This is an optimization exercise on Yosys and OpenROAD, whose aim is small area, a short achievable clock period and few clock cycles per item, not a production implementation. No functional check of the RTL was part of any run shown here.

==> flow/design.v, too long to show whole: its modules and the start of the top module <==
// module idc_controller: 32 lines
// module idc_datapath: 1663 lines
// module idc_fa: 10 lines
// module idc_gp: 8 lines
// module inclusive_day_count_between_dates: 48 lines
module inclusive_day_count_between_dates #(
	parameter int unsigned MAX_YEAR = 9999
) (
	input  logic        clk,
	input  logic        arst_n,
	input  logic        dates_valid,
	output logic        dates_ready,
	input  logic [4:0]  dates_start_day,
	input  logic [3:0]  dates_start_month,
	input  logic [13:0] dates_start_year,
	input  logic [4:0]  dates_end_day,
	input  logic [3:0]  dates_end_month,
	input  logic [13:0] dates_end_year,
	output logic        result_valid,
	input  logic        result_ready,
	output logic [21:0] result_day_count,
	output logic        result_order_error
);
  // ...
==> flow/flow/run.sh <==
#!/bin/bash
# The standard layout (the standard.sh, unchanged synthesis), with the
# port buffers made from the smallest buffer cell instead of the default
# choice (the resizer still upsizes them where timing needs it), and the
# resizer's setup target 5.15 ns below the clock period instead of 5. ORFS writes
# each step's full log under orfs/logs; make's own output goes to
# standard.log.
set -uo pipefail
bash standard.sh "BUFFER_PORTS_ARGS=-buffer_cell sky130_fd_sc_hd__buf_1" SETUP_SLACK_MARGIN=5.15 finish > standard.log 2>&1
==> flow/standard.sh <==
#!/bin/bash
# synth_recipe.tcl (not shown) runs the flow's synth.tcl, then flattens the netlist and writes it again
# the make line also repeats each setting of config.mk as NAME=value (left out here)
make -C /OpenROAD-flow-scripts/flow DESIGN_CONFIG=/design/flow/config.mk WORK_HOME=/design/flow/orfs CLKGATE_MAP_FILE= SYNTH_SCRIPT=/design/flow/synth_recipe.tcl "${@:-finish}"
==> flow/config.mk <==
export PLATFORM = sky130hd
export DESIGN_NAME = inclusive_day_count_between_dates
export DESIGN_NICKNAME = inclusive_day_count_between_dates
export VERILOG_FILES = /design/flow/design.v
export SDC_FILE = /design/flow/constraint.sdc
export NUM_CORES = 4
export LEC_CHECK = 0
export CAP_MARGIN = 20
export CORE_MARGIN = 2
export CORE_UTILIZATION = 40
export CTS_BUF_LIST = sky130_fd_sc_hd__clkbuf_8
export SETUP_SLACK_MARGIN = 5
export SLEW_MARGIN = 20
export SYNTH_HIERARCHICAL = 1
==> flow/constraint.sdc <==
create_clock -name core_clock -period 10.0 [get_ports {clk}]
set_input_delay 2.0000 -clock core_clock [delete_from_list [all_inputs] [get_ports {clk}]]
set_output_delay 2.0000 -clock core_clock [all_outputs]
set_load 0.01 [all_outputs]
==> qor.txt, run 1 <==
DETAILED ROUTING
---------------------------------------------------------------------
Detailed-route wire length                                   19200 um
Wirelength per Cell                                           16.1 um
Via count of the routed design                                   6016
Final antenna-violating net count                                   0

CLOCKING
---------------------------------------------------------------------
Clock Sink Count                                                   65
Post-CTS setup buffer count                                         4
Clock tree from TritonCTS                                       built
Deepest level of the CTS H-tree                                     3
Num CTS Buffers                                                     9

CELLS AND AREA
---------------------------------------------------------------------
Number of fillers in the final layout                            2157
Clock Buffer Count                                                  9
Combined area of the multi-input logic cells                 7080 um2
Cell area after layout                                      10300 um2
Area growth from synthesis to layout                            12.8%
Most common cell after layout, fill and taps aside       sky130_fd_sc_hd__a21o_1

SETUP PATH
---------------------------------------------------------------------
Critical path depth                                                14
Delay-heaviest family, CP                                 adder cells
Critical-path cell list                                  buf_8 > fa_1 > fa_1 > ha_4 > and2_4 > a21o_1 > a21o_4 > a21o_1 > xor2_2 > nor2b_4 > nor4_2 > a2111oi_2 > ha_2 > a31oi_1
Worst EP arrival                                              5.04 ns
Number of buffers and inverters on the critical path                1
Sort of element at the end of the critical path             flip-flop
Start point of the critical path                         dates_end_year[3]
Nature of the critical path startpoint                      input pin

FLOORPLAN
---------------------------------------------------------------------
Total core area                                             22600 um2
Area of the die                                             24100 um2
Number of top-level design ports                                   75

YOSYS
---------------------------------------------------------------------
YS warnings                                                         8
Syn_nets                                                         1102

TIMING
---------------------------------------------------------------------
Worst hold slack after final layout                          0.513 ns
Unrepaired setup endpoints after global routing                  true
Fin. max-slew vios                                                  0

STATUS
---------------------------------------------------------------------
Outcome                              no timing/DRC/antenna violations

GLOBAL ROUTING
---------------------------------------------------------------------
GR Layer Usage met2                                             0.269
GRT Residual Overflow                                               0

PLACE
---------------------------------------------------------------------
Number of placed instances, taps included                        1156
Setup slack after placement                                   4.41 ns

HOLD PATH
---------------------------------------------------------------------
Depth of the worst hold-timing path                                 1
Startpoint of the worst hold path                        u_ctrl.v1_q$_DFFE_PN0P_

==> module idc_controller, before the edit <==
module idc_controller (
	input  logic clk,
	input  logic arst_n,
	input  logic in_valid,
	output logic in_ready,
	output logic out_valid,
	input  logic out_ready,
	output logic en1,
	output logic en2,
	output logic full
);
	logic v1_q;
	logic v2_q;
	assign en2      = !v2_q || out_ready;
	assign en1      = !v1_q || en2;
	assign in_ready = en1;
	assign full     = v1_q && v2_q;
	always_ff @(posedge clk or negedge arst_n) begin
		if (!arst_n) begin
			v1_q <= 1'b0;
			v2_q <= 1'b0;
		end else begin
			if (en1) begin
				v1_q <= in_valid;
			end
			if (en2) begin
				v2_q <= v1_q;
			end
		end
	end
	assign out_valid = v2_q;
endmodule
==> module inclusive_day_count_between_dates, before the edit <==
module inclusive_day_count_between_dates #(
	parameter int unsigned MAX_YEAR = 9999
) (
	input  logic        clk,
	input  logic        arst_n,
	input  logic        dates_valid,
	output logic        dates_ready,
	input  logic [4:0]  dates_start_day,
	input  logic [3:0]  dates_start_month,
	input  logic [13:0] dates_start_year,
	input  logic [4:0]  dates_end_day,
	input  logic [3:0]  dates_end_month,
	input  logic [13:0] dates_end_year,
	output logic        result_valid,
	input  logic        result_ready,
	output logic [21:0] result_day_count,
	output logic        result_order_error
);
	logic en1;
	logic en2;
	logic full;
	logic ready_unused;
	idc_controller u_ctrl (
		.clk       (clk),
		.arst_n    (arst_n),
		.in_valid  (dates_valid),
		.in_ready  (ready_unused),
		.out_valid (result_valid),
		.out_ready (result_ready),
		.en1       (en1),
		.en2       (en2),
		.full      (full)
	);
	assign dates_ready = !full || result_ready;
	idc_datapath u_dp (
		.clk         (clk),
		.en1         (en1),
		.en2         (en2),
		.s_day       (dates_start_day),
		.s_month     (dates_start_month),
		.s_year      (dates_start_year),
		.e_day       (dates_end_day),
		.e_month     (dates_end_month),
		.e_year      (dates_end_year),
		.day_count   (result_day_count),
		.order_error (result_order_error)
	);
endmodule
==> run 2: changes to the inputs <==
--- a/flow/design.v
+++ b/flow/design.v
@@ -28,4 +28,3 @@
 	output logic en1,
-	output logic en2,
-	output logic full
+	output logic en2
 );
@@ -36,3 +35,2 @@
 	assign in_ready = en1;
-	assign full     = v1_q && v2_q;
 	always_ff @(posedge clk or negedge arst_n) begin
@@ -387,4 +385,3 @@
 	assign s_c    = s_big ? 7'd100 : s_ds[16:10];
-	logic [1:0]  s_g;
-	assign s_g    = {s_c[1] & s_c[0], s_c[1] & !s_c[0]};
+	assign s_u    = {s_c[6:2], s_c[1] & s_c[0], s_c[1] & !s_c[0]};
 	assign s_a    = s_big ? 12'd2499 : s_y[13:2];
@@ -393,3 +390,2 @@
 		&& (!s_zr || (s_ds[11:10] == 2'd1));
-	assign s_u    = {s_c[6:2], s_g[1] | (s_g[0] & s_lp), s_g[0] ^ s_lp};
 	logic [13:0] e_y, e_yn;
@@ -716,4 +712,3 @@
 	assign e_c    = e_big ? 7'd100 : e_ds[16:10];
-	logic [1:0]  e_g;
-	assign e_g    = {e_c[1] & e_c[0], e_c[1] & !e_c[0]};
+	assign e_u    = {e_c[6:2], e_c[1] & e_c[0], e_c[1] & !e_c[0]};
 	assign e_a    = e_big ? 12'd2499 : e_y[13:2];
@@ -722,3 +717,2 @@
 		&& (!e_zr || (e_ds[11:10] == 2'd1));
-	assign e_u    = {e_c[6:2], e_g[1] | (e_g[0] & e_lp), e_g[0] ^ e_lp};
 	logic d_v_1;
@@ -878,21 +872,43 @@
 	logic [8:0] te_t;
-	assign te_t[0] = (e_month == 4'd2) || (e_month == 4'd3) || (e_month == 4'd6) || (e_month == 4'd7) || (e_month == 4'd9) || (e_month == 4'd10) || (e_month == 4'd13) || (e_month == 4'd14) || (e_month == 4'd15);
-	assign te_t[1] = (e_month == 4'd2) || (e_month == 4'd3) || (e_month == 4'd4) || (e_month == 4'd6) || (e_month == 4'd9) || (e_month == 4'd12);
-	assign te_t[2] = (e_month == 4'd2) || (e_month == 4'd6) || (e_month == 4'd7) || (e_month == 4'd8) || (e_month == 4'd12) || (e_month == 4'd13) || (e_month == 4'd14) || (e_month == 4'd15);
-	assign te_t[3] = (e_month == 4'd2) || (e_month == 4'd3) || (e_month == 4'd4) || (e_month == 4'd5) || (e_month == 4'd12) || (e_month == 4'd13) || (e_month == 4'd14) || (e_month == 4'd15);
-	assign te_t[4] = (e_month == 4'd2) || (e_month == 4'd3) || (e_month == 4'd4) || (e_month == 4'd5) || (e_month == 4'd6) || (e_month == 4'd7) || (e_month == 4'd8) || (e_month == 4'd9) || (e_month == 4'd10) || (e_month == 4'd11);
-	assign te_t[5] = (e_month == 4'd3) || (e_month == 4'd5) || (e_month == 4'd7) || (e_month == 4'd9) || (e_month == 4'd11) || (e_month == 4'd13) || (e_month == 4'd14) || (e_month == 4'd15);
-	assign te_t[6] = (e_month == 4'd4) || (e_month == 4'd5) || (e_month == 4'd8) || (e_month == 4'd9) || (e_month == 4'd12) || (e_month == 4'd13) || (e_month == 4'd14) || (e_month == 4'd15);
-	assign te_t[7] = (e_month == 4'd6) || (e_month == 4'd7) || (e_month == 4'd8) || (e_month == 4'd9);
-	assign te_t[8] = (e_month == 4'd10) || (e_month == 4'd11) || (e_month == 4'd12) || (e_month == 4'd13) || (e_month == 4'd14) || (e_month == 4'd15);
+	always_comb begin
+		case (e_month)
+			4'd0: te_t = 9'd0;
+			4'd1: te_t = 9'd0;
+			4'd2: te_t = 9'd31;
+			4'd3: te_t = 9'd59;
+			4'd4: te_t = 9'd90;
+			4'd5: te_t = 9'd120;
+			4'd6: te_t = 9'd151;
+			4'd7: te_t = 9'd181;
+			4'd8: te_t = 9'd212;
+			4'd9: te_t = 9'd243;
+			4'd10: te_t = 9'd273;
+			4'd11: te_t = 9'd304;
+			4'd12: te_t = 9'd334;
+			4'd13: te_t = 9'd365;
+			4'd14: te_t = 9'd365;
+			4'd15: te_t = 9'd365;
+		endcase
+	end
 	logic [8:0] ts_t;
-	assign ts_t[0] = (s_month == 4'd0) || (s_month == 4'd1) || (s_month == 4'd4) || (s_month == 4'd5) || (s_month == 4'd8) || (s_month == 4'd11) || (s_month == 4'd12);
-	assign ts_t[1] = (s_month == 4'd2) || (s_month == 4'd3) || (s_month == 4'd4) || (s_month == 4'd6) || (s_month == 4'd9) || (s_month == 4'd12);
-	assign ts_t[2] = (s_month == 4'd0) || (s_month == 4'd1) || (s_month == 4'd2) || (s_month == 4'd5) || (s_month == 4'd6) || (s_month == 4'd10) || (s_month == 4'd11) || (s_month == 4'd12);
-	assign ts_t[3] = (s_month == 4'd0) || (s_month == 4'd1) || (s_month == 4'd2) || (s_month == 4'd7) || (s_month == 4'd8) || (s_month == 4'd9) || (s_month == 4'd10) || (s_month == 4'd11) || (s_month == 4'd12);
-	assign ts_t[4] = (s_month == 4'd3) || (s_month == 4'd4) || (s_month == 4'd5) || (s_month == 4'd6) || (s_month == 4'd7) || (s_month == 4'd8) || (s_month == 4'd9) || (s_month == 4'd10) || (s_month == 4'd11) || (s_month == 4'd12);
-	assign ts_t[5] = (s_month == 4'd0) || (s_month == 4'd1) || (s_month == 4'd3) || (s_month == 4'd5) || (s_month == 4'd7) || (s_month == 4'd9) || (s_month == 4'd11);
-	assign ts_t[6] = (s_month == 4'd0) || (s_month == 4'd1) || (s_month == 4'd2) || (s_month == 4'd5) || (s_month == 4'd6) || (s_month == 4'd9) || (s_month == 4'd10);
-	assign ts_t[7] = (s_month == 4'd5) || (s_month == 4'd6) || (s_month == 4'd7) || (s_month == 4'd8);
-	assign ts_t[8] = (s_month == 4'd0) || (s_month == 4'd1) || (s_month == 4'd2) || (s_month == 4'd3) || (s_month == 4'd4);
+	always_comb begin
+		case (s_month)
+			4'd0: ts_t = 9'd365;
+			4'd1: ts_t = 9'd365;
+			4'd2: ts_t = 9'd334;
+			4'd3: ts_t = 9'd306;
+			4'd4: ts_t = 9'd275;
+			4'd5: ts_t = 9'd245;
+			4'd6: ts_t = 9'd214;
+			4'd7: ts_t = 9'd184;
+			4'd8: ts_t = 9'd153;
+			4'd9: ts_t = 9'd122;
+			4'd10: ts_t = 9'd92;
+			4'd11: ts_t = 9'd61;
+			4'd12: ts_t = 9'd31;
+			4'd13: ts_t = 9'd0;
+			4'd14: ts_t = 9'd0;
+			4'd15: ts_t = 9'd0;
+		endcase
+	end
 	logic [4:0] sdn;
@@ -1062,4 +1078,5 @@
 	logic [6:0]  sc_q, ecn_q;
+	logic        sl_q, eln_q;
 	logic [9:0]  v_q;
-	logic [2:0]  db_q;
+	logic [1:0]  sb_q, eb_q;
 	always_ff @(posedge clk) begin
@@ -1069,20 +1086,27 @@
 			ecn_q <= ~e_u;
+			sl_q  <= s_lp;
+			eln_q <= ~e_lp;
 			v_q   <= v;
-			db_q  <= {1'b0, e_b} - {1'b0, s_b};
+			sb_q  <= s_b;
+			eb_q  <= e_b;
 		end
 	end
-	logic [12:0] yb_t;
-	assign yb_t[0] = (db_q == 3'd0) || (db_q == 3'd2) || (db_q == 3'd4) || (db_q == 3'd6);
-	assign yb_t[1] = (db_q == 3'd1) || (db_q == 3'd2) || (db_q == 3'd5) || (db_q == 3'd6);
-	assign yb_t[2] = (db_q == 3'd0) || (db_q == 3'd2) || (db_q == 3'd3) || (db_q == 3'd5);
-	assign yb_t[3] = (db_q == 3'd2) || (db_q == 3'd3) || (db_q == 3'd5) || (db_q == 3'd6) || (db_q == 3'd7);
-	assign yb_t[4] = (db_q == 3'd0) || (db_q == 3'd3) || (db_q == 3'd6);
-	assign yb_t[5] = (db_q == 3'd2) || (db_q == 3'd4) || (db_q == 3'd6) || (db_q == 3'd7);
-	assign yb_t[6] = (db_q == 3'd2) || (db_q == 3'd3) || (db_q == 3'd4) || (db_q == 3'd5);
-	assign yb_t[7] = (db_q == 3'd1) || (db_q == 3'd2) || (db_q == 3'd5) || (db_q == 3'd7);
-	assign yb_t[8] = (db_q == 3'd1) || (db_q == 3'd5) || (db_q == 3'd6);
-	assign yb_t[9] = (db_q == 3'd0) || (db_q == 3'd1) || (db_q == 3'd3) || (db_q == 3'd6);
-	assign yb_t[10] = (db_q == 3'd0) || (db_q == 3'd1) || (db_q == 3'd7);
-	assign yb_t[11] = (db_q == 3'd0) || (db_q == 3'd1) || (db_q == 3'd4) || (db_q == 3'd5) || (db_q == 3'd6) || (db_q == 3'd7);
-	assign yb_t[12] = (db_q == 3'd2) || (db_q == 3'd3);
+	logic [10:0] ye_t;
+	always_comb begin
+		case (eb_q)
+			2'd0: ye_t = 11'd0;
+			2'd1: ye_t = 11'd365;
+			2'd2: ye_t = 11'd730;
+			2'd3: ye_t = 11'd1095;
+		endcase
+	end
+	logic [12:0] ys_t;
+	always_comb begin
+		case (sb_q)
+			2'd0: ys_t = 13'd3604;
+			2'd1: ys_t = 13'd3239;
+			2'd2: ys_t = 13'd2874;
+			2'd3: ys_t = 13'd2509;
+		endcase
+	end
 	logic t_1;
@@ -1443,2 +1467,36 @@
 	logic t_356;
+	logic t_357;
+	logic t_358;
+	logic t_359;
+	logic t_360;
+	logic t_361;
+	logic t_362;
+	logic t_363;
+	logic t_364;
+	logic t_365;
+	logic t_366;
+	logic t_367;
+	logic t_368;
+	logic t_369;
+	logic t_370;
+	logic t_371;
+	logic t_372;
+	logic t_373;
+	logic t_374;
+	logic t_375;
+	logic t_376;
+	logic t_377;
+	logic t_378;
+	logic t_379;
+	logic t_380;
+	logic t_381;
+	logic t_382;
+	logic t_383;
+	logic t_384;
+	logic t_385;
+	logic t_386;
+	logic t_387;
+	logic t_388;
+	logic t_389;
+	logic t_390;
 	assign t_1 = da_q[0] ^ sc_q[2];
@@ -1446,153 +1504,140 @@
 	idc_fa u_t_3 (.a(da_q[1]), .b(sc_q[2]), .c(sc_q[3]), .s(t_3), .co(t_4));
-	idc_fa u_t_5 (.a(sc_q[1]), .b(ecn_q[2]), .c(ecn_q[3]), .s(t_5), .co(t_6));
-	idc_fa u_t_7 (.a(da_q[2]), .b(da_q[0]), .c(sc_q[3]), .s(t_7), .co(t_8));
-	idc_fa u_t_9 (.a(sc_q[4]), .b(ecn_q[3]), .c(ecn_q[4]), .s(t_9), .co(t_10));
-	idc_fa u_t_11 (.a(da_q[3]), .b(da_q[1]), .c(sc_q[4]), .s(t_11), .co(t_12));
-	idc_fa u_t_13 (.a(sc_q[5]), .b(ecn_q[4]), .c(ecn_q[5]), .s(t_13), .co(t_14));
-	idc_fa u_t_15 (.a(da_q[4]), .b(da_q[2]), .c(da_q[0]), .s(t_15), .co(t_16));
-	idc_fa u_t_17 (.a(sc_q[5]), .b(sc_q[6]), .c(ecn_q[5]), .s(t_17), .co(t_18));
-	assign t_19 = ecn_q[6] ^ v_q[4];
-	assign t_20 = ecn_q[6] & v_q[4];
-	idc_fa u_t_21 (.a(da_q[5]), .b(da_q[3]), .c(da_q[1]), .s(t_21), .co(t_22));
-	idc_fa u_t_23 (.a(da_q[0]), .b(sc_q[6]), .c(ecn_q[6]), .s(t_23), .co(t_24));
-	assign t_25 = v_q[5] ^ yb_t[5];
-	assign t_26 = v_q[5] & yb_t[5];
-	idc_fa u_t_27 (.a(da_q[6]), .b(da_q[4]), .c(da_q[2]), .s(t_27), .co(t_28));
-	assign t_29 = da_q[1] ^ v_q[6];
-	assign t_30 = da_q[1] & v_q[6];
-	idc_fa u_t_31 (.a(da_q[7]), .b(da_q[5]), .c(da_q[3]), .s(t_31), .co(t_32));
-	assign t_33 = da_q[2] ^ da_q[0];
-	assign t_34 = da_q[2] & da_q[0];
-	idc_fa u_t_35 (.a(da_q[8]), .b(da_q[6]), .c(da_q[4]), .s(t_35), .co(t_36));
-	idc_fa u_t_37 (.a(da_q[3]), .b(da_q[1]), .c(da_q[0]), .s(t_37), .co(t_38));
-	idc_fa u_t_39 (.a(da_q[9]), .b(da_q[7]), .c(da_q[5]), .s(t_39), .co(t_40));
-	idc_fa u_t_41 (.a(da_q[4]), .b(da_q[2]), .c(da_q[1]), .s(t_41), .co(t_42));
-	idc_fa u_t_43 (.a(da_q[10]), .b(da_q[8]), .c(da_q[6]), .s(t_43), .co(t_44));
-	idc_fa u_t_45 (.a(da_q[5]), .b(da_q[3]), .c(da_q[2]), .s(t_45), .co(t_46));
-	idc_fa u_t_47 (.a(da_q[11]), .b(da_q[9]), .c(da_q[7]), .s(t_47), .co(t_48));
-	idc_fa u_t_49 (.a(da_q[6]), .b(da_q[4]), .c(da_q[3]), .s(t_49), .co(t_50));
-	idc_fa u_t_51 (.a(da_q[12]), .b(da_q[10]), .c(da_q[8]), .s(t_51), .co(t_52));
-	idc_fa u_t_53 (.a(da_q[7]), .b(da_q[5]), .c(da_q[4]), .s(t_53), .co(t_54));
-	assign t_55 = ~(da_q[11] ^ da_q[9]);
-	assign t_56 = da_q[11] | da_q[9];
-	assign t_57 = da_q[8] ^ da_q[6];
-	assign t_58 = da_q[8] & da_q[6];
-	idc_fa u_t_59 (.a(da_q[12]), .b(da_q[10]), .c(da_q[9]), .s(t_59), .co(t_60));
-	assign t_61 = ~da_q[11];
-	idc_fa u_t_62 (.a(sc_q[0]), .b(ecn_q[2]), .c(ecn_q[0]), .s(t_62), .co(t_63));
-	idc_fa u_t_64 (.a(ecn_q[1]), .b(v_q[1]), .c(t_2), .s(t_64), .co(t_65));
-	assign t_66 = t_3 ^ t_5;
-	assign t_67 = t_3 & t_5;
-	idc_fa u_t_68 (.a(v_q[2]), .b(t_4), .c(t_6), .s(t_68), .co(t_69));
-	idc_fa u_t_70 (.a(t_7), .b(t_9), .c(yb_t[2]), .s(t_70), .co(t_71));
-	idc_fa u_t_72 (.a(v_q[3]), .b(t_8), .c(t_10), .s(t_72), .co(t_73));
-	idc_fa u_t_74 (.a(t_11), .b(t_13), .c(yb_t[3]), .s(t_74), .co(t_75));
-	idc_fa u_t_76 (.a(t_19), .b(t_12), .c(t_14), .s(t_76), .co(t_77));
-	idc_fa u_t_78 (.a(t_15), .b(t_17), .c(yb_t[4]), .s(t_78), .co(t_79));
-	idc_fa u_t_80 (.a(t_20), .b(t_16), .c(t_18), .s(t_80), .co(t_81));
-	idc_fa u_t_82 (.a(t_21), .b(t_23), .c(t_25), .s(t_82), .co(t_83));
-	idc_fa u_t_84 (.a(t_29), .b(t_22), .c(t_24), .s(t_84), .co(t_85));
-	idc_fa u_t_86 (.a(t_27), .b(yb_t[6]), .c(t_26), .s(t_86), .co(t_87));
-	idc_fa u_t_88 (.a(v_q[7]), .b(t_30), .c(t_33), .s(t_88), .co(t_89));
-	idc_fa u_t_90 (.a(t_28), .b(t_31), .c(yb_t[7]), .s(t_90), .co(t_91));
-	idc_fa u_t_92 (.a(v_q[8]), .b(t_34), .c(t_32), .s(t_92), .co(t_93));
-	idc_fa u_t_94 (.a(t_35), .b(t_37), .c(yb_t[8]), .s(t_94), .co(t_95));
-	idc_fa u_t_96 (.a(v_q[9]), .b(t_36), .c(t_38), .s(t_96), .co(t_97));
-	idc_fa u_t_98 (.a(t_39), .b(t_41), .c(yb_t[9]), .s(t_98), .co(t_99));
-	idc_fa u_t_100 (.a(da_q[0]), .b(t_40), .c(t_42), .s(t_100), .co(t_101));
-	idc_fa u_t_102 (.a(t_43), .b(t_45), .c(yb_t[10]), .s(t_102), .co(t_103));
-	idc_fa u_t_104 (.a(da_q[1]), .b(t_44), .c(t_46), .s(t_104), .co(t_105));
-	idc_fa u_t_106 (.a(t_47), .b(t_49), .c(yb_t[11]), .s(t_106), .co(t_107));
-	idc_fa u_t_108 (.a(da_q[2]), .b(t_48), .c(t_50), .s(t_108), .co(t_109));
-	idc_fa u_t_110 (.a(t_51), .b(t_53), .c(yb_t[12]), .s(t_110), .co(t_111));
-	idc_fa u_t_112 (.a(da_q[5]), .b(da_q[3]), .c(t_55), .s(t_112), .co(t_113));
-	idc_fa u_t_114 (.a(t_57), .b(t_52), .c(t_54), .s(t_114), .co(t_115));
-	idc_fa u_t_116 (.a(da_q[7]), .b(da_q[6]), .c(da_q[4]), .s(t_116), .co(t_117));
-	idc_fa u_t_118 (.a(t_56), .b(t_58), .c(t_59), .s(t_118), .co(t_119));
-	idc_fa u_t_120 (.a(da_q[10]), .b(da_q[8]), .c(da_q[7]), .s(t_120), .co(t_121));
-	idc_fa u_t_122 (.a(da_q[5]), .b(t_61), .c(t_60), .s(t_122), .co(t_123));
-	idc_fa u_t_124 (.a(da_q[11]), .b(da_q[12]), .c(da_q[11]), .s(t_124), .co(t_125));
-	idc_fa u_t_126 (.a(da_q[9]), .b(da_q[8]), .c(da_q[6]), .s(t_126), .co(t_127));
-	idc_fa u_t_128 (.a(da_q[12]), .b(da_q[10]), .c(da_q[9]), .s(t_128), .co(t_129));
-	assign t_130 = ~da_q[11];
-	assign t_131 = v_q[0] ^ t_1;
-	assign t_132 = v_q[0] & t_1;
-	idc_fa u_t_133 (.a(t_63), .b(yb_t[1]), .c(t_64), .s(t_133), .co(t_134));
-	idc_fa u_t_135 (.a(t_65), .b(t_67), .c(t_68), .s(t_135), .co(t_136));
-	idc_fa u_t_137 (.a(t_69), .b(t_72), .c(t_71), .s(t_137), .co(t_138));
-	idc_fa u_t_139 (.a(t_73), .b(t_76), .c(t_75), .s(t_139), .co(t_140));
-	idc_fa u_t_141 (.a(t_77), .b(t_80), .c(t_79), .s(t_141), .co(t_142));
-	idc_fa u_t_143 (.a(t_81), .b(t_84), .c(t_86), .s(t_143), .co(t_144));
-	idc_fa u_t_145 (.a(t_88), .b(t_85), .c(t_90), .s(t_145), .co(t_146));
-	idc_fa u_t_147 (.a(t_89), .b(t_92), .c(t_91), .s(t_147), .co(t_148));
-	idc_fa u_t_149 (.a(t_93), .b(t_96), .c(t_95), .s(t_149), .co(t_150));
-	idc_fa u_t_151 (.a(t_97), .b(t_100), .c(t_99), .s(t_151), .co(t_152));
-	idc_fa u_t_153 (.a(t_101), .b(t_104), .c(t_103), .s(t_153), .co(t_154));
-	idc_fa u_t_155 (.a(t_105), .b(t_108), .c(t_107), .s(t_155), .co(t_156));
-	idc_fa u_t_157 (.a(t_112), .b(t_109), .c(t_114), .s(t_157), .co(t_158));
-	idc_fa u_t_159 (.a(t_116), .b(t_113), .c(t_115), .s(t_159), .co(t_160));
-	idc_fa u_t_161 (.a(t_117), .b(t_120), .c(t_119), .s(t_161), .co(t_162));
-	idc_fa u_t_163 (.a(t_121), .b(t_124), .c(t_126), .s(t_163), .co(t_164));
-	idc_fa u_t_165 (.a(da_q[7]), .b(t_125), .c(t_127), .s(t_165), .co(t_166));
-	idc_fa u_t_167 (.a(da_q[10]), .b(da_q[8]), .c(t_130), .s(t_167), .co(t_168));
-	idc_fa u_t_169 (.a(da_q[11]), .b(da_q[12]), .c(da_q[11]), .s(t_169), .co(t_170));
-	assign t_171 = t_62 ^ yb_t[0];
-	assign t_172 = t_62 & yb_t[0];
-	idc_fa u_t_173 (.a(t_132), .b(t_66), .c(t_133), .s(t_173), .co(t_174));
-	idc_fa u_t_175 (.a(t_70), .b(t_134), .c(t_135), .s(t_175), .co(t_176));
-	idc_fa u_t_177 (.a(t_74), .b(t_136), .c(t_137), .s(t_177), .co(t_178));
-	idc_fa u_t_179 (.a(t_78), .b(t_138), .c(t_139), .s(t_179), .co(t_180));
-	idc_fa u_t_181 (.a(t_82), .b(t_140), .c(t_141), .s(t_181), .co(t_182));
-	idc_fa u_t_183 (.a(t_83), .b(t_142), .c(t_143), .s(t_183), .co(t_184));
-	idc_fa u_t_185 (.a(t_87), .b(t_145), .c(t_144), .s(t_185), .co(t_186));
-	idc_fa u_t_187 (.a(t_94), .b(t_146), .c(t_147), .s(t_187), .co(t_188));
-	idc_fa u_t_189 (.a(t_98), .b(t_148), .c(t_149), .s(t_189), .co(t_190));
-	idc_fa u_t_191 (.a(t_102), .b(t_150), .c(t_151), .s(t_191), .co(t_192));
-	idc_fa u_t_193 (.a(t_106), .b(t_152), .c(t_153), .s(t_193), .co(t_194));
-	idc_fa u_t_195 (.a(t_110), .b(t_154), .c(t_155), .s(t_195), .co(t_196));
-	idc_fa u_t_197 (.a(t_111), .b(t_156), .c(t_157), .s(t_197), .co(t_198));
-	idc_fa u_t_199 (.a(t_118), .b(t_158), .c(t_159), .s(t_199), .co(t_200));
-	idc_fa u_t_201 (.a(t_122), .b(t_160), .c(t_161), .s(t_201), .co(t_202));
-	idc_fa u_t_203 (.a(t_123), .b(t_163), .c(t_162), .s(t_203), .co(t_204));
-	idc_fa u_t_205 (.a(t_128), .b(t_164), .c(t_165), .s(t_205), .co(t_206));
-	idc_fa u_t_207 (.a(t_129), .b(t_167), .c(t_166), .s(t_207), .co(t_208));
-	idc_fa u_t_209 (.a(da_q[9]), .b(t_168), .c(t_169), .s(t_209), .co(t_210));
-	idc_fa u_t_211 (.a(da_q[12]), .b(da_q[10]), .c(t_170), .s(t_211), .co(t_212));
-	assign t_213 = ~da_q[11];
-	assign t_214 = t_171 ^ t_131;
-	assign t_215 = t_171 & t_131;
-	assign t_216 = t_172 ^ t_173;
-	assign t_217 = t_172 & t_173;
-	assign t_218 = t_174 ^ t_175;
-	assign t_219 = t_174 & t_175;
-	assign t_220 = t_176 ^ t_177;
-	assign t_221 = t_176 & t_177;
-	assign t_222 = t_178 ^ t_179;
-	assign t_223 = t_178 & t_179;
-	assign t_224 = t_180 ^ t_181;
-	assign t_225 = t_180 & t_181;
-	assign t_226 = t_182 ^ t_183;
-	assign t_227 = t_182 & t_183;
-	assign t_228 = t_184 ^ t_185;
-	assign t_229 = t_184 & t_185;
-	assign t_230 = t_186 ^ t_187;
-	assign t_231 = t_186 & t_187;
-	assign t_232 = t_188 ^ t_189;
-	assign t_233 = t_188 & t_189;
-	assign t_234 = t_190 ^ t_191;
-	assign t_235 = t_190 & t_191;
-	assign t_236 = t_192 ^ t_193;
-	assign t_237 = t_192 & t_193;
-	assign t_238 = t_194 ^ t_195;
-	assign t_239 = t_194 & t_195;
-	assign t_240 = t_196 ^ t_197;
-	assign t_241 = t_196 & t_197;
-	assign t_242 = t_198 ^ t_199;
-	assign t_243 = t_198 & t_199;
-	assign t_244 = t_200 ^ t_201;
-	assign t_245 = t_200 & t_201;
-	assign t_246 = t_202 ^ t_203;
-	assign t_247 = t_202 & t_203;
-	assign t_248 = t_204 ^ t_205;
-	assign t_249 = t_204 & t_205;
+	assign t_5 = da_q[2] ^ da_q[0];
+	assign t_6 = da_q[2] & da_q[0];
+	assign t_7 = da_q[3] ^ da_q[1];
+	assign t_8 = da_q[3] & da_q[1];
+	idc_fa u_t_9 (.a(da_q[4]), .b(da_q[2]), .c(da_q[0]), .s(t_9), .co(t_10));
+	assign t_11 = da_q[5] ^ da_q[3];
+	assign t_12 = da_q[5] & da_q[3];
+	idc_fa u_t_13 (.a(sc_q[0]), .b(ecn_q[2]), .c(ecn_q[0]), .s(t_13), .co(t_14));
+	assign t_15 = v_q[0] ^ sl_q;
+	assign t_16 = v_q[0] & sl_q;
+	idc_fa u_t_17 (.a(sc_q[1]), .b(ecn_q[2]), .c(ecn_q[3]), .s(t_17), .co(t_18));
+	idc_fa u_t_19 (.a(ecn_q[1]), .b(v_q[1]), .c(t_2), .s(t_19), .co(t_20));
+	assign t_21 = ye_t[1] ^ ys_t[1];
+	assign t_22 = ye_t[1] & ys_t[1];
+	idc_fa u_t_23 (.a(sc_q[3]), .b(sc_q[4]), .c(ecn_q[3]), .s(t_23), .co(t_24));
+	idc_fa u_t_25 (.a(ecn_q[4]), .b(v_q[2]), .c(ye_t[2]), .s(t_25), .co(t_26));
+	idc_fa u_t_27 (.a(ys_t[2]), .b(t_5), .c(t_4), .s(t_27), .co(t_28));
+	idc_fa u_t_29 (.a(sc_q[4]), .b(sc_q[5]), .c(ecn_q[4]), .s(t_29), .co(t_30));
+	idc_fa u_t_31 (.a(ecn_q[5]), .b(v_q[3]), .c(t_6), .s(t_31), .co(t_32));
+	idc_fa u_t_33 (.a(ye_t[3]), .b(ys_t[3]), .c(t_7), .s(t_33), .co(t_34));
+	idc_fa u_t_35 (.a(sc_q[5]), .b(sc_q[6]), .c(ecn_q[5]), .s(t_35), .co(t_36));
+	idc_fa u_t_37 (.a(ecn_q[6]), .b(v_q[4]), .c(t_8), .s(t_37), .co(t_38));
+	idc_fa u_t_39 (.a(ye_t[4]), .b(ys_t[4]), .c(t_9), .s(t_39), .co(t_40));
+	idc_fa u_t_41 (.a(da_q[1]), .b(da_q[0]), .c(sc_q[6]), .s(t_41), .co(t_42));
+	idc_fa u_t_43 (.a(ecn_q[6]), .b(v_q[5]), .c(ye_t[5]), .s(t_43), .co(t_44));
+	idc_fa u_t_45 (.a(ys_t[5]), .b(t_11), .c(t_10), .s(t_45), .co(t_46));
+	idc_fa u_t_47 (.a(da_q[6]), .b(da_q[4]), .c(da_q[2]), .s(t_47), .co(t_48));
+	idc_fa u_t_49 (.a(da_q[1]), .b(v_q[6]), .c(t_12), .s(t_49), .co(t_50));
+	assign t_51 = ye_t[6] ^ ys_t[6];
+	assign t_52 = ye_t[6] & ys_t[6];
+	idc_fa u_t_53 (.a(da_q[7]), .b(da_q[5]), .c(da_q[3]), .s(t_53), .co(t_54));
+	idc_fa u_t_55 (.a(da_q[2]), .b(da_q[0]), .c(v_q[7]), .s(t_55), .co(t_56));
+	assign t_57 = ye_t[7] ^ ys_t[7];
+	assign t_58 = ye_t[7] & ys_t[7];
+	idc_fa u_t_59 (.a(da_q[8]), .b(da_q[6]), .c(da_q[4]), .s(t_59), .co(t_60));
+	idc_fa u_t_61 (.a(da_q[3]), .b(da_q[1]), .c(da_q[0]), .s(t_61), .co(t_62));
+	idc_fa u_t_63 (.a(v_q[8]), .b(ye_t[8]), .c(ys_t[8]), .s(t_63), .co(t_64));
+	idc_fa u_t_65 (.a(da_q[9]), .b(da_q[7]), .c(da_q[5]), .s(t_65), .co(t_66));
+	idc_fa u_t_67 (.a(da_q[4]), .b(da_q[2]), .c(da_q[1]), .s(t_67), .co(t_68));
+	idc_fa u_t_69 (.a(v_q[9]), .b(ye_t[9]), .c(ys_t[9]), .s(t_69), .co(t_70));
+	idc_fa u_t_71 (.a(da_q[10]), .b(da_q[8]), .c(da_q[6]), .s(t_71), .co(t_72));
+	idc_fa u_t_73 (.a(da_q[5]), .b(da_q[3]), .c(da_q[2]), .s(t_73), .co(t_74));
+	idc_fa u_t_75 (.a(da_q[0]), .b(ye_t[10]), .c(ys_t[10]), .s(t_75), .co(t_76));
+	idc_fa u_t_77 (.a(da_q[11]), .b(da_q[9]), .c(da_q[7]), .s(t_77), .co(t_78));
+	idc_fa u_t_79 (.a(da_q[6]), .b(da_q[4]), .c(da_q[3]), .s(t_79), .co(t_80));
+	assign t_81 = da_q[1] ^ ys_t[11];
+	assign t_82 = da_q[1] & ys_t[11];
+	idc_fa u_t_83 (.a(da_q[12]), .b(da_q[10]), .c(da_q[8]), .s(t_83), .co(t_84));
+	idc_fa u_t_85 (.a(da_q[7]), .b(da_q[5]), .c(da_q[4]), .s(t_85), .co(t_86));
+	assign t_87 = da_q[2] ^ ys_t[12];
+	assign t_88 = da_q[2] & ys_t[12];
+	assign t_89 = ~(da_q[11] ^ da_q[9]);
+	assign t_90 = da_q[11] | da_q[9];
+	idc_fa u_t_91 (.a(da_q[8]), .b(da_q[6]), .c(da_q[5]), .s(t_91), .co(t_92));
+	idc_fa u_t_93 (.a(da_q[12]), .b(da_q[10]), .c(da_q[9]), .s(t_93), .co(t_94));
+	assign t_95 = ~da_q[11];
+	idc_fa u_t_96 (.a(eln_q), .b(ye_t[0]), .c(ys_t[0]), .s(t_96), .co(t_97));
+	idc_fa u_t_98 (.a(t_16), .b(t_14), .c(t_17), .s(t_98), .co(t_99));
+	assign t_100 = t_3 ^ t_21;
+	assign t_101 = t_3 & t_21;
+	idc_fa u_t_102 (.a(t_18), .b(t_22), .c(t_23), .s(t_102), .co(t_103));
+	idc_fa u_t_104 (.a(t_20), .b(t_25), .c(t_27), .s(t_104), .co(t_105));
+	idc_fa u_t_106 (.a(t_24), .b(t_29), .c(t_26), .s(t_106), .co(t_107));
+	idc_fa u_t_108 (.a(t_31), .b(t_33), .c(t_28), .s(t_108), .co(t_109));
+	idc_fa u_t_110 (.a(t_30), .b(t_35), .c(t_32), .s(t_110), .co(t_111));
+	idc_fa u_t_112 (.a(t_37), .b(t_34), .c(t_39), .s(t_112), .co(t_113));
+	idc_fa u_t_114 (.a(t_36), .b(t_41), .c(t_38), .s(t_114), .co(t_115));
+	idc_fa u_t_116 (.a(t_43), .b(t_40), .c(t_45), .s(t_116), .co(t_117));
+	idc_fa u_t_118 (.a(t_42), .b(t_47), .c(t_51), .s(t_118), .co(t_119));
+	idc_fa u_t_120 (.a(t_44), .b(t_49), .c(t_46), .s(t_120), .co(t_121));
+	idc_fa u_t_122 (.a(t_48), .b(t_52), .c(t_53), .s(t_122), .co(t_123));
+	idc_fa u_t_124 (.a(t_55), .b(t_57), .c(t_50), .s(t_124), .co(t_125));
+	idc_fa u_t_126 (.a(t_54), .b(t_56), .c(t_58), .s(t_126), .co(t_127));
+	idc_fa u_t_128 (.a(t_59), .b(t_61), .c(t_63), .s(t_128), .co(t_129));
+	idc_fa u_t_130 (.a(t_60), .b(t_62), .c(t_65), .s(t_130), .co(t_131));
+	idc_fa u_t_132 (.a(t_67), .b(t_64), .c(t_69), .s(t_132), .co(t_133));
+	idc_fa u_t_134 (.a(t_66), .b(t_68), .c(t_71), .s(t_134), .co(t_135));
+	idc_fa u_t_136 (.a(t_73), .b(t_70), .c(t_75), .s(t_136), .co(t_137));
+	idc_fa u_t_138 (.a(t_72), .b(t_74), .c(t_77), .s(t_138), .co(t_139));
+	idc_fa u_t_140 (.a(t_79), .b(t_81), .c(t_76), .s(t_140), .co(t_141));
+	idc_fa u_t_142 (.a(t_78), .b(t_80), .c(t_82), .s(t_142), .co(t_143));
+	idc_fa u_t_144 (.a(t_83), .b(t_85), .c(t_87), .s(t_144), .co(t_145));
+	idc_fa u_t_146 (.a(da_q[3]), .b(t_89), .c(t_84), .s(t_146), .co(t_147));
+	idc_fa u_t_148 (.a(t_86), .b(t_88), .c(t_91), .s(t_148), .co(t_149));
+	idc_fa u_t_150 (.a(da_q[7]), .b(da_q[6]), .c(da_q[4]), .s(t_150), .co(t_151));
+	idc_fa u_t_152 (.a(t_90), .b(t_92), .c(t_93), .s(t_152), .co(t_153));
+	idc_fa u_t_154 (.a(da_q[10]), .b(da_q[8]), .c(da_q[7]), .s(t_154), .co(t_155));
+	idc_fa u_t_156 (.a(da_q[5]), .b(t_95), .c(t_94), .s(t_156), .co(t_157));
+	idc_fa u_t_158 (.a(da_q[11]), .b(da_q[12]), .c(da_q[11]), .s(t_158), .co(t_159));
+	idc_fa u_t_160 (.a(da_q[9]), .b(da_q[8]), .c(da_q[6]), .s(t_160), .co(t_161));
+	idc_fa u_t_162 (.a(da_q[12]), .b(da_q[10]), .c(da_q[9]), .s(t_162), .co(t_163));
+	assign t_164 = ~da_q[11];
+	assign t_165 = t_15 ^ t_1;
+	assign t_166 = t_15 & t_1;
+	idc_fa u_t_167 (.a(t_97), .b(t_19), .c(t_100), .s(t_167), .co(t_168));
+	idc_fa u_t_169 (.a(t_101), .b(t_99), .c(t_102), .s(t_169), .co(t_170));
+	idc_fa u_t_171 (.a(t_103), .b(t_106), .c(t_105), .s(t_171), .co(t_172));
+	idc_fa u_t_173 (.a(t_107), .b(t_110), .c(t_109), .s(t_173), .co(t_174));
+	idc_fa u_t_175 (.a(t_111), .b(t_114), .c(t_113), .s(t_175), .co(t_176));
+	idc_fa u_t_177 (.a(t_115), .b(t_118), .c(t_117), .s(t_177), .co(t_178));
+	idc_fa u_t_179 (.a(t_122), .b(t_119), .c(t_124), .s(t_179), .co(t_180));
+	idc_fa u_t_181 (.a(t_123), .b(t_126), .c(t_125), .s(t_181), .co(t_182));
+	idc_fa u_t_183 (.a(t_127), .b(t_130), .c(t_129), .s(t_183), .co(t_184));
+	idc_fa u_t_185 (.a(t_131), .b(t_134), .c(t_133), .s(t_185), .co(t_186));
+	idc_fa u_t_187 (.a(t_135), .b(t_138), .c(t_137), .s(t_187), .co(t_188));
+	idc_fa u_t_189 (.a(t_139), .b(t_142), .c(t_144), .s(t_189), .co(t_190));
+	idc_fa u_t_191 (.a(t_143), .b(t_146), .c(t_148), .s(t_191), .co(t_192));
+	idc_fa u_t_193 (.a(t_150), .b(t_147), .c(t_149), .s(t_193), .co(t_194));
+	idc_fa u_t_195 (.a(t_151), .b(t_154), .c(t_153), .s(t_195), .co(t_196));
+	idc_fa u_t_197 (.a(t_155), .b(t_158), .c(t_160), .s(t_197), .co(t_198));
+	idc_fa u_t_199 (.a(da_q[7]), .b(t_159), .c(t_161), .s(t_199), .co(t_200));
+	idc_fa u_t_201 (.a(da_q[10]), .b(da_q[8]), .c(t_164), .s(t_201), .co(t_202));
+	idc_fa u_t_203 (.a(da_q[11]), .b(da_q[12]), .c(da_q[11]), .s(t_203), .co(t_204));
+	assign t_205 = t_13 ^ t_165;
+	assign t_206 = t_13 & t_165;
+	idc_fa u_t_207 (.a(t_166), .b(t_98), .c(t_167), .s(t_207), .co(t_208));
+	idc_fa u_t_209 (.a(t_168), .b(t_104), .c(t_169), .s(t_209), .co(t_210));
+	idc_fa u_t_211 (.a(t_108), .b(t_170), .c(t_171), .s(t_211), .co(t_212));
+	idc_fa u_t_213 (.a(t_112), .b(t_172), .c(t_173), .s(t_213), .co(t_214));
+	idc_fa u_t_215 (.a(t_116), .b(t_174), .c(t_175), .s(t_215), .co(t_216));
+	idc_fa u_t_217 (.a(t_120), .b(t_177), .c(t_176), .s(t_217), .co(t_218));
+	idc_fa u_t_219 (.a(t_121), .b(t_179), .c(t_178), .s(t_219), .co(t_220));
+	idc_fa u_t_221 (.a(t_128), .b(t_181), .c(t_180), .s(t_221), .co(t_222));
+	idc_fa u_t_223 (.a(t_132), .b(t_182), .c(t_183), .s(t_223), .co(t_224));
+	idc_fa u_t_225 (.a(t_136), .b(t_184), .c(t_185), .s(t_225), .co(t_226));
+	idc_fa u_t_227 (.a(t_140), .b(t_186), .c(t_187), .s(t_227), .co(t_228));
+	idc_fa u_t_229 (.a(t_141), .b(t_189), .c(t_188), .s(t_229), .co(t_230));
+	idc_fa u_t_231 (.a(t_145), .b(t_191), .c(t_190), .s(t_231), .co(t_232));
+	idc_fa u_t_233 (.a(t_152), .b(t_192), .c(t_193), .s(t_233), .co(t_234));
+	idc_fa u_t_235 (.a(t_156), .b(t_194), .c(t_195), .s(t_235), .co(t_236));
+	idc_fa u_t_237 (.a(t_157), .b(t_197), .c(t_196), .s(t_237), .co(t_238));
+	idc_fa u_t_239 (.a(t_162), .b(t_198), .c(t_199), .s(t_239), .co(t_240));
+	idc_fa u_t_241 (.a(t_163), .b(t_201), .c(t_200), .s(t_241), .co(t_242));
+	idc_fa u_t_243 (.a(da_q[9]), .b(t_202), .c(t_203), .s(t_243), .co(t_244));
+	idc_fa u_t_245 (.a(da_q[12]), .b(da_q[10]), .c(t_204), .s(t_245), .co(t_246));
+	assign t_247 = ~da_q[11];
+	assign t_248 = t_205 ^ t_96;
+	assign t_249 = t_205 & t_96;
 	assign t_250 = t_206 ^ t_207;
@@ -1605,104 +1650,138 @@
 	assign t_257 = t_212 & t_213;
-	assign t_258 = da_q[11] ^ da_q[12];
-	assign t_259 = da_q[11] & da_q[12];
-	idc_gp u_t_260 (.gh(t_217), .ph(t_216), .gl(t_215), .g(t_260));
-	assign t_261 = t_216 & t_214;
-	idc_gp u_t_262 (.gh(t_221), .ph(t_220), .gl(t_219), .g(t_262));
-	assign t_263 = t_220 & t_218;
-	idc_gp u_t_264 (.gh(t_225), .ph(t_224), .gl(t_223), .g(t_264));
-	assign t_265 = t_224 & t_222;
-	idc_gp u_t_266 (.gh(t_229), .ph(t_228), .gl(t_227), .g(t_266));
-	assign t_267 = t_228 & t_226;
-	idc_gp u_t_268 (.gh(t_233), .ph(t_232), .gl(t_231), .g(t_268));
-	assign t_269 = t_232 & t_230;
-	idc_gp u_t_270 (.gh(t_237), .ph(t_236), .gl(t_235), .g(t_270));
-	assign t_271 = t_236 & t_234;
-	idc_gp u_t_272 (.gh(t_241), .ph(t_240), .gl(t_239), .g(t_272));
-	assign t_273 = t_240 & t_238;
-	idc_gp u_t_274 (.gh(t_245), .ph(t_244), .gl(t_243), .g(t_274));
-	assign t_275 = t_244 & t_242;
-	idc_gp u_t_276 (.gh(t_249), .ph(t_248), .gl(t_247), .g(t_276));
-	assign t_277 = t_248 & t_246;
-	idc_gp u_t_278 (.gh(t_253), .ph(t_252), .gl(t_251), .g(t_278));
-	assign t_279 = t_252 & t_250;
-	idc_gp u_t_280 (.gh(t_257), .ph(t_256), .gl(t_255), .g(t_280));
-	assign t_281 = t_256 & t_254;
-	idc_gp u_t_282 (.gh(t_262), .ph(t_263), .gl(t_260), .g(t_282));
-	assign t_283 = t_263 & t_261;
-	idc_gp u_t_284 (.gh(t_266), .ph(t_267), .gl(t_264), .g(t_284));
-	assign t_285 = t_267 & t_265;
-	idc_gp u_t_286 (.gh(t_270), .ph(t_271), .gl(t_268), .g(t_286));
-	assign t_287 = t_271 & t_269;
-	idc_gp u_t_288 (.gh(t_274), .ph(t_275), .gl(t_272), .g(t_288));
-	assign t_289 = t_275 & t_273;
-	idc_gp u_t_290 (.gh(t_278), .ph(t_279), .gl(t_276), .g(t_290));
-	assign t_291 = t_279 & t_277;
-	idc_gp u_t_292 (.gh(t_284), .ph(t_285), .gl(t_282), .g(t_292));
-	assign t_293 = t_285 & t_283;
-	idc_gp u_t_294 (.gh(t_288), .ph(t_289), .gl(t_286), .g(t_294));
-	assign t_295 = t_289 & t_287;
-	idc_gp u_t_296 (.gh(t_294), .ph(t_295), .gl(t_292), .g(t_296));
-	assign t_297 = t_295 & t_293;
-	idc_gp u_t_298 (.gh(t_286), .ph(t_287), .gl(t_292), .g(t_298));
-	assign t_299 = t_287 & t_293;
-	idc_gp u_t_300 (.gh(t_290), .ph(t_291), .gl(t_296), .g(t_300));
-	assign t_301 = t_291 & t_297;
-	idc_gp u_t_302 (.gh(t_264), .ph(t_265), .gl(t_282), .g(t_302));
-	assign t_303 = t_265 & t_283;
-	idc_gp u_t_304 (.gh(t_268), .ph(t_269), .gl(t_292), .g(t_304));
-	assign t_305 = t_269 & t_293;
-	idc_gp u_t_306 (.gh(t_272), .ph(t_273), .gl(t_298), .g(t_306));
-	assign t_307 = t_273 & t_299;
-	idc_gp u_t_308 (.gh(t_276), .ph(t_277), .gl(t_296), .g(t_308));
-	assign t_309 = t_277 & t_297;
-	idc_gp u_t_310 (.gh(t_280), .ph(t_281), .gl(t_300), .g(t_310));
-	assign t_311 = t_281 & t_301;
-	idc_gp u_t_312 (.gh(t_219), .ph(t_218), .gl(t_260), .g(t_312));
-	assign t_313 = t_218 & t_261;
-	idc_gp u_t_314 (.gh(t_223), .ph(t_222), .gl(t_282), .g(t_314));
-	assign t_315 = t_222 & t_283;
-	idc_gp u_t_316 (.gh(t_227), .ph(t_226), .gl(t_302), .g(t_316));
-	assign t_317 = t_226 & t_303;
-	idc_gp u_t_318 (.gh(t_231), .ph(t_230), .gl(t_292), .g(t_318));
-	assign t_319 = t_230 & t_293;
-	idc_gp u_t_320 (.gh(t_235), .ph(t_234), .gl(t_304), .g(t_320));
-	assign t_321 = t_234 & t_305;
-	idc_gp u_t_322 (.gh(t_239), .ph(t_238), .gl(t_298), .g(t_322));
-	assign t_323 = t_238 & t_299;
-	idc_gp u_t_324 (.gh(t_243), .ph(t_242), .gl(t_306), .g(t_324));
-	assign t_325 = t_242 & t_307;
-	idc_gp u_t_326 (.gh(t_247), .ph(t_246), .gl(t_296), .g(t_326));
-	assign t_327 = t_246 & t_297;
-	idc_gp u_t_328 (.gh(t_251), .ph(t_250), .gl(t_308), .g(t_328));
-	assign t_329 = t_250 & t_309;
-	idc_gp u_t_330 (.gh(t_255), .ph(t_254), .gl(t_300), .g(t_330));
-	assign t_331 = t_254 & t_301;
-	idc_gp u_t_332 (.gh(t_259), .ph(t_258), .gl(t_310), .g(t_332));
-	assign t_333 = t_258 & t_311;
-	assign t_334 = t_214;
-	assign t_335 = t_216 ^ t_215;
-	assign t_336 = t_218 ^ t_260;
-	assign t_337 = t_220 ^ t_312;
-	assign t_338 = t_222 ^ t_282;
-	assign t_339 = t_224 ^ t_314;
-	assign t_340 = t_226 ^ t_302;
-	assign t_341 = t_228 ^ t_316;
-	assign t_342 = t_230 ^ t_292;
-	assign t_343 = t_232 ^ t_318;
-	assign t_344 = t_234 ^ t_304;
-	assign t_345 = t_236 ^ t_320;
-	assign t_346 = t_238 ^ t_298;
-	assign t_347 = t_240 ^ t_322;
-	assign t_348 = t_242 ^ t_306;
-	assign t_349 = t_244 ^ t_324;
-	assign t_350 = t_246 ^ t_296;
-	assign t_351 = t_248 ^ t_326;
-	assign t_352 = t_250 ^ t_308;
-	assign t_353 = t_252 ^ t_328;
-	assign t_354 = t_254 ^ t_300;
-	assign t_355 = t_256 ^ t_330;
-	assign t_356 = t_258 ^ t_310;
+	assign t_258 = t_214 ^ t_215;
+	assign t_259 = t_214 & t_215;
+	assign t_260 = t_216 ^ t_217;
+	assign t_261 = t_216 & t_217;
+	assign t_262 = t_218 ^ t_219;
+	assign t_263 = t_218 & t_219;
+	assign t_264 = t_220 ^ t_221;
+	assign t_265 = t_220 & t_221;
+	assign t_266 = t_222 ^ t_223;
+	assign t_267 = t_222 & t_223;
+	assign t_268 = t_224 ^ t_225;
+	assign t_269 = t_224 & t_225;
+	assign t_270 = t_226 ^ t_227;
+	assign t_271 = t_226 & t_227;
+	assign t_272 = t_228 ^ t_229;
+	assign t_273 = t_228 & t_229;
+	assign t_274 = t_230 ^ t_231;
+	assign t_275 = t_230 & t_231;
+	assign t_276 = t_232 ^ t_233;
+	assign t_277 = t_232 & t_233;
+	assign t_278 = t_234 ^ t_235;
+	assign t_279 = t_234 & t_235;
+	assign t_280 = t_236 ^ t_237;
+	assign t_281 = t_236 & t_237;
+	assign t_282 = t_238 ^ t_239;
+	assign t_283 = t_238 & t_239;
+	assign t_284 = t_240 ^ t_241;
+	assign t_285 = t_240 & t_241;
+	assign t_286 = t_242 ^ t_243;
+	assign t_287 = t_242 & t_243;
+	assign t_288 = t_244 ^ t_245;
+	assign t_289 = t_244 & t_245;
+	assign t_290 = t_246 ^ t_247;
+	assign t_291 = t_246 & t_247;
+	assign t_292 = da_q[11] ^ da_q[12];
+	assign t_293 = da_q[11] & da_q[12];
+	idc_gp u_t_294 (.gh(t_251), .ph(t_250), .gl(t_249), .g(t_294));
+	assign t_295 = t_250 & t_248;
+	idc_gp u_t_296 (.gh(t_255), .ph(t_254), .gl(t_253), .g(t_296));
+	assign t_297 = t_254 & t_252;
+	idc_gp u_t_298 (.gh(t_259), .ph(t_258), .gl(t_257), .g(t_298));
+	assign t_299 = t_258 & t_256;
+	idc_gp u_t_300 (.gh(t_263), .ph(t_262), .gl(t_261), .g(t_300));
+	assign t_301 = t_262 & t_260;
+	idc_gp u_t_302 (.gh(t_267), .ph(t_266), .gl(t_265), .g(t_302));
+	assign t_303 = t_266 & t_264;
+	idc_gp u_t_304 (.gh(t_271), .ph(t_270), .gl(t_269), .g(t_304));
+	assign t_305 = t_270 & t_268;
+	idc_gp u_t_306 (.gh(t_275), .ph(t_274), .gl(t_273), .g(t_306));
+	assign t_307 = t_274 & t_272;
+	idc_gp u_t_308 (.gh(t_279), .ph(t_278), .gl(t_277), .g(t_308));
+	assign t_309 = t_278 & t_276;
+	idc_gp u_t_310 (.gh(t_283), .ph(t_282), .gl(t_281), .g(t_310));
+	assign t_311 = t_282 & t_280;
+	idc_gp u_t_312 (.gh(t_287), .ph(t_286), .gl(t_285), .g(t_312));
+	assign t_313 = t_286 & t_284;
+	idc_gp u_t_314 (.gh(t_291), .ph(t_290), .gl(t_289), .g(t_314));
+	assign t_315 = t_290 & t_288;
+	idc_gp u_t_316 (.gh(t_296), .ph(t_297), .gl(t_294), .g(t_316));
+	assign t_317 = t_297 & t_295;
+	idc_gp u_t_318 (.gh(t_300), .ph(t_301), .gl(t_298), .g(t_318));
+	assign t_319 = t_301 & t_299;
+	idc_gp u_t_320 (.gh(t_304), .ph(t_305), .gl(t_302), .g(t_320));
+	assign t_321 = t_305 & t_303;
+	idc_gp u_t_322 (.gh(t_308), .ph(t_309), .gl(t_306), .g(t_322));
+	assign t_323 = t_309 & t_307;
+	idc_gp u_t_324 (.gh(t_312), .ph(t_313), .gl(t_310), .g(t_324));
+	assign t_325 = t_313 & t_311;
+	idc_gp u_t_326 (.gh(t_318), .ph(t_319), .gl(t_316), .g(t_326));
+	assign t_327 = t_319 & t_317;
+	idc_gp u_t_328 (.gh(t_322), .ph(t_323), .gl(t_320), .g(t_328));
+	assign t_329 = t_323 & t_321;
+	idc_gp u_t_330 (.gh(t_328), .ph(t_329), .gl(t_326), .g(t_330));
+	assign t_331 = t_329 & t_327;
+	idc_gp u_t_332 (.gh(t_320), .ph(t_321), .gl(t_326), .g(t_332));
+	assign t_333 = t_321 & t_327;
+	idc_gp u_t_334 (.gh(t_324), .ph(t_325), .gl(t_330), .g(t_334));
+	assign t_335 = t_325 & t_331;
+	idc_gp u_t_336 (.gh(t_298), .ph(t_299), .gl(t_316), .g(t_336));
+	assign t_337 = t_299 & t_317;
+	idc_gp u_t_338 (.gh(t_302), .ph(t_303), .gl(t_326), .g(t_338));
+	assign t_339 = t_303 & t_327;
+	idc_gp u_t_340 (.gh(t_306), .ph(t_307), .gl(t_332), .g(t_340));
+	assign t_341 = t_307 & t_333;
+	idc_gp u_t_342 (.gh(t_310), .ph(t_311), .gl(t_330), .g(t_342));
+	assign t_343 = t_311 & t_331;
+	idc_gp u_t_344 (.gh(t_314), .ph(t_315), .gl(t_334), .g(t_344));
+	assign t_345 = t_315 & t_335;
+	idc_gp u_t_346 (.gh(t_253), .ph(t_252), .gl(t_294), .g(t_346));
+	assign t_347 = t_252 & t_295;
+	idc_gp u_t_348 (.gh(t_257), .ph(t_256), .gl(t_316), .g(t_348));
+	assign t_349 = t_256 & t_317;
+	idc_gp u_t_350 (.gh(t_261), .ph(t_260), .gl(t_336), .g(t_350));
+	assign t_351 = t_260 & t_337;
+	idc_gp u_t_352 (.gh(t_265), .ph(t_264), .gl(t_326), .g(t_352));
+	assign t_353 = t_264 & t_327;
+	idc_gp u_t_354 (.gh(t_269), .ph(t_268), .gl(t_338), .g(t_354));
+	assign t_355 = t_268 & t_339;
+	idc_gp u_t_356 (.gh(t_273), .ph(t_272), .gl(t_332), .g(t_356));
+	assign t_357 = t_272 & t_333;
+	idc_gp u_t_358 (.gh(t_277), .ph(t_276), .gl(t_340), .g(t_358));
+	assign t_359 = t_276 & t_341;
+	idc_gp u_t_360 (.gh(t_281), .ph(t_280), .gl(t_330), .g(t_360));
+	assign t_361 = t_280 & t_331;
+	idc_gp u_t_362 (.gh(t_285), .ph(t_284), .gl(t_342), .g(t_362));
+	assign t_363 = t_284 & t_343;
+	idc_gp u_t_364 (.gh(t_289), .ph(t_288), .gl(t_334), .g(t_364));
+	assign t_365 = t_288 & t_335;
+	idc_gp u_t_366 (.gh(t_293), .ph(t_292), .gl(t_344), .g(t_366));
+	assign t_367 = t_292 & t_345;
+	assign t_368 = t_248;
+	assign t_369 = t_250 ^ t_249;
+	assign t_370 = t_252 ^ t_294;
+	assign t_371 = t_254 ^ t_346;
+	assign t_372 = t_256 ^ t_316;
+	assign t_373 = t_258 ^ t_348;
+	assign t_374 = t_260 ^ t_336;
+	assign t_375 = t_262 ^ t_350;
+	assign t_376 = t_264 ^ t_326;
+	assign t_377 = t_266 ^ t_352;
+	assign t_378 = t_268 ^ t_338;
+	assign t_379 = t_270 ^ t_354;
+	assign t_380 = t_272 ^ t_332;
+	assign t_381 = t_274 ^ t_356;
+	assign t_382 = t_276 ^ t_340;
+	assign t_383 = t_278 ^ t_358;
+	assign t_384 = t_280 ^ t_330;
+	assign t_385 = t_282 ^ t_360;
+	assign t_386 = t_284 ^ t_342;
+	assign t_387 = t_286 ^ t_362;
+	assign t_388 = t_288 ^ t_334;
+	assign t_389 = t_290 ^ t_364;
+	assign t_390 = t_292 ^ t_344;
 	logic [22:0] r_d;
 	logic [22:0] r_q;
-	assign r_d = {t_356, t_355, t_354, t_353, t_352, t_351, t_350, t_349, t_348, t_347, t_346, t_345, t_344, t_343, t_342, t_341, t_340, t_339, t_338, t_337, t_336, t_335, t_334};
+	assign r_d = {t_390, t_389, t_388, t_387, t_386, t_385, t_384, t_383, t_382, t_381, t_380, t_379, t_378, t_377, t_376, t_375, t_374, t_373, t_372, t_371, t_370, t_369, t_368};
 	always_ff @(posedge clk) begin
@@ -1753,4 +1832,2 @@
 	logic en2;
-	logic full;
-	logic ready_unused;
 	idc_controller u_ctrl (
@@ -1759,3 +1836,3 @@
 		.in_valid  (dates_valid),
-		.in_ready  (ready_unused),
+		.in_ready  (dates_ready),
 		.out_valid (result_valid),
@@ -1763,6 +1840,4 @@
 		.en1       (en1),
-		.en2       (en2),
-		.full      (full)
+		.en2       (en2)
 	);
-	assign dates_ready = !full || result_ready;
 	idc_datapath u_dp (
==> flow/flow/run.sh (replaced) <==
#!/bin/bash
# The standard layout (the standard.sh, unchanged synthesis), with the
# port buffers made from the smallest buffer cell instead of the default
# choice; the resizer still upsizes them where timing needs it. ORFS writes
# each step's full log under orfs/logs; make's own output goes to
# standard.log.
set -uo pipefail
bash standard.sh "BUFFER_PORTS_ARGS=-buffer_cell sky130_fd_sc_hd__buf_1" finish > standard.log 2>&1
==> run 2 against run 1 <==
  * Clock skew increased by 0.0012 ns
  * Count of clock-buffer cells in the layout is the same
  * Global-route usage shrank 0.63 points
  * Synthesized area is 5.4% higher
  * Critical path depth decreased by 2
  * Fmax is 0.69% higher
  * Design area is 5.1% higher
  * Die area is 5.3% higher
  * First-iteration DRC count increased by 2.4%
  * Highest routed layer unchanged
==> qor.txt, run 2 <==
STATUS
---------------------------------------------------------------------------------
Outcome                                          no timing/DRC/antenna violations   unchanged

DETAILED ROUTING
---------------------------------------------------------------------------------
Final antenna-violating net count                                               0   unchanged
Detailed-route wire length                                               19700 um   was 19200 um
Via count of the routed design                                               6156   was 6016
Detailed router's first-iteration violation count                             258   was 252
Wirelength per Cell                                                       15.8 um   was 16.1 um

TIMING
---------------------------------------------------------------------------------
Shortest clock period the worst path allows after layout                  4.92 ns   was 4.95 ns
Max Clock Skew                                                          0.0133 ns   was 0.0121 ns
Fin. max-slew vios                                                              0   unchanged
Unrepaired setup endpoints after global routing                              true   unchanged
Max transition margin                                                       0.426   was 0.510

SETUP PATH
---------------------------------------------------------------------------------
Required arrival time at the worst endpoint                              10.12 ns   was 10.09 ns
Nature of the critical path startpoint                                  input pin   unchanged
Start point of the critical path                                     dates_end_month[1]   was dates_end_year[3]
Delay of the slowest cell on the worst path                               0.61 ns   was 0.56 ns
Critical path depth                                                            12   was 14
Sort of element at the end of the critical path                         flip-flop   unchanged
Delay-heaviest family, CP                                             adder cells   unchanged
Worst EP arrival                                                          5.03 ns   was 5.04 ns
Number of buffers and inverters on the critical path                            2   was 1
Startpoint of the lowest-slack register-to-register path             u_dp.da_q[2]$_DFFE_PP_   was u_dp.da_q[3]$_DFFE_PP_
Critical-path cell list                                              buf_12 > inv_6 > ha_2 > mux4_2 > fa_1 > fa_1 > ha_4 > a21o_1 > a21o_1 > a21o_1 > a21o_1 > xor2_1   was buf_8 > fa_1 > fa_1 > ha_4 > and2_4 > a21o_1 > a21o_4 > a21o_1 > xor2_2 > nor2b_4 > nor4_2 > a2111oi_2 > ha_2 > a31oi_1

CELLS AND AREA
---------------------------------------------------------------------------------
Ant. Diodes                                                                     0   unchanged
Area growth from synthesis to layout                                        12.4%   was 12.8%
Number of fillers in the final layout                                        2226   was 2157
Most common cell after layout, fill and taps aside                   sky130_fd_sc_hd__fa_1   was sky130_fd_sc_hd__a21o_1

FLOORPLAN
---------------------------------------------------------------------------------
Number of top-level design ports                                               75   unchanged
Total core area                                                         23500 um2   was 22600 um2
Area of the die                                                         25400 um2   was 24100 um2

CLOCKING
---------------------------------------------------------------------------------
Clock latency of the later-clocked register in the worst-skew pair        0.37 ns   was 0.35 ns
Clk slew on worst S/H paths                                               0.08 ns   about the same
Num CTS Buffers                                                                 9   unchanged
Clock tree from TritonCTS                                                   built   unchanged
Clock Sink Count                                                               68   was 65
Deepest level of the CTS H-tree                                                 3   unchanged

YOSYS
---------------------------------------------------------------------------------
YS warnings                                                                     8   unchanged
Largest cells by area after synthesis                                sky130_fd_sc_hd__fa_1 29%, sky130_fd_sc_hd__edfxtp_1 21%, sky130_fd_sc_hd__ha_1 18%
Commonest register cell after synthesis                              sky130_fd_sc_hd__edfxtp_1
Syn_nets                                                                     1153   was 1102

PLACE
---------------------------------------------------------------------------------
Number of placed instances, taps included                                    1211   was 1156

GLOBAL ROUTING
---------------------------------------------------------------------------------
Number of global-route vias before repair                                    6386   was 6172
GRT Residual Overflow                                                           0   unchanged
Total global-route track usage                                              0.160   was 0.166

HOLD PATH
---------------------------------------------------------------------------------
Depth of the worst hold-timing path                                             1   unchanged
Startpoint of the worst hold path                                    u_ctrl.v1_q$_DFFE_PN0P_   unchanged
Worst hold path type                                                 flip-flop to flip-flop   unchanged

[run 2: Yosys stat by module, one instance, submodules excluded, excerpt]
module,cell area (um2),times used
idc_datapath,5810,1
idc_controller,92.6,1
idc_fa,20.0,139
idc_gp,7.51,128
[run 2: kinds of logic after synthesis]
group | Yosys count | share of synthesized area
adders and majority gates | 274 | 0.464
and+or+nand+nor | 183 | 0.108
AOI/OAI and AO/OA | 156 | 0.118
buffers and inverters | 72 | 0.0292
xor gates and xnor gates | 69 | 0.0627
DFF | 68 | 0.211
muxes | 6 | 0.00779
other | 1 | 0.000389
[run 2: worst paths after layout]
| path | to | slack (ns) |
|---|---|---|
| worst max-delay path | u_dp.v_q[7]$_DFFE_PP_ | 5.08 |
| worst min register to register | u_ctrl.v2_q$_DFFE_PN0P_ | 0.55 |
| min in group asynchronous | u_ctrl.v1_q$_DFFE_PN0P_ | 1.41 |
| max in group asynchronous | u_ctrl.v2_q$_DFFE_PN0P_ | 8.47 |
| worst min-delay path | u_ctrl.v2_q$_DFFE_PN0P_ | 0.55 |
| worst max register to register | u_dp.r_q[22]$_DFFE_PP_ | 5.14 |
[run 2: through the flow]
| step | util | setup slack [ns] | cell area (um2) | hold WS (ns) |
|---|---|---|---|---|
| final | 0.460 | 5.08 | 10800 | 0.547 |
| after global routing | 0.460 | 4.97 | 10800 | 0.579 |
| after CTS | 0.449 | 5.00 | 10600 | 0.550 |
| after detailed placement | 0.436 | 4.43 | 10300 | 0.496 |
| after global placement | 0.436 | 4.48 | 10300 | 0.487 |
| after floorplan | - | 4.95 | 9640 | 0.478 |
[run 2: layout make-up]
class                   instances  area [um2]  area share
multi-input cells             689        7490       0.691
flip-flops and latches         68        2030       0.187
repair buffers                 95         477      0.0440
well taps                     319         399      0.0368
inverters                      61         239      0.0220
clock buffers                   9         124      0.0114
clock inverters                 7        83.8     0.00773
[run 2: worst register-to-register path, delay by kind of cell (launching register included)]
family	cells	cell delay (ns)
AOI/OAI and AO/OA	6	1.17
DFF	1	0.46
adders and majority gates	6	2.66
xor gates and xnor gates	2	0.30
[run 2: metal layers]
metal | up-vias | routed length, um | GRT usage
li1 | 3047 | - | -
met1 | 2977 | 9710 | 0.234
met2 | 113 | 9000 | 0.251
met3 | 19 | 750 | 0.0253
met4 | 0 | 279 | 0.0360
met5 | - | 0 | 0
[run 2: timing repair]
action	CTS	global route
hold buffers	0	0
gates resized for setup	6	50
hold endpoints to repair	0	0
setup endpoints to repair	6	7
pin swaps	0	15
buffers inserted	11	10

==> afterwards: timing with drivers on the ports <==
Ports are ideal in the flow. The routed layouts listed here were re-timed in OpenROAD.
Step 1 assumes that a clkbuf_16 drives the clock port and a buf_2 every other input.
Step 2 also shifts input and output timing later by t, the mid clock arrival at the registers, as if the neighbouring blocks saw the same clock.
Slacks: ideal / step 1 / step 2; pairs: ideal / step 1.
run	t (ns)	slack for setup (ns)	hold WS [ns]	clock arrival spread, ns	worst data-port slew with drivers (ns)
run 1	0.378	5.049 / 5.042 / 4.664	0.513 / 0.513 / 0.513	0.012 / 0.012	0.06
run 2	0.394	5.083 / 5.045 / 4.652	0.547 / 0.547 / 0.547	0.014 / 0.013	0.07
After both steps every run listed still meets setup and hold. For run 2, which loses most, drivers alone change the setup slack by -0.038 ns; drivers and shift together by -0.431 ns.
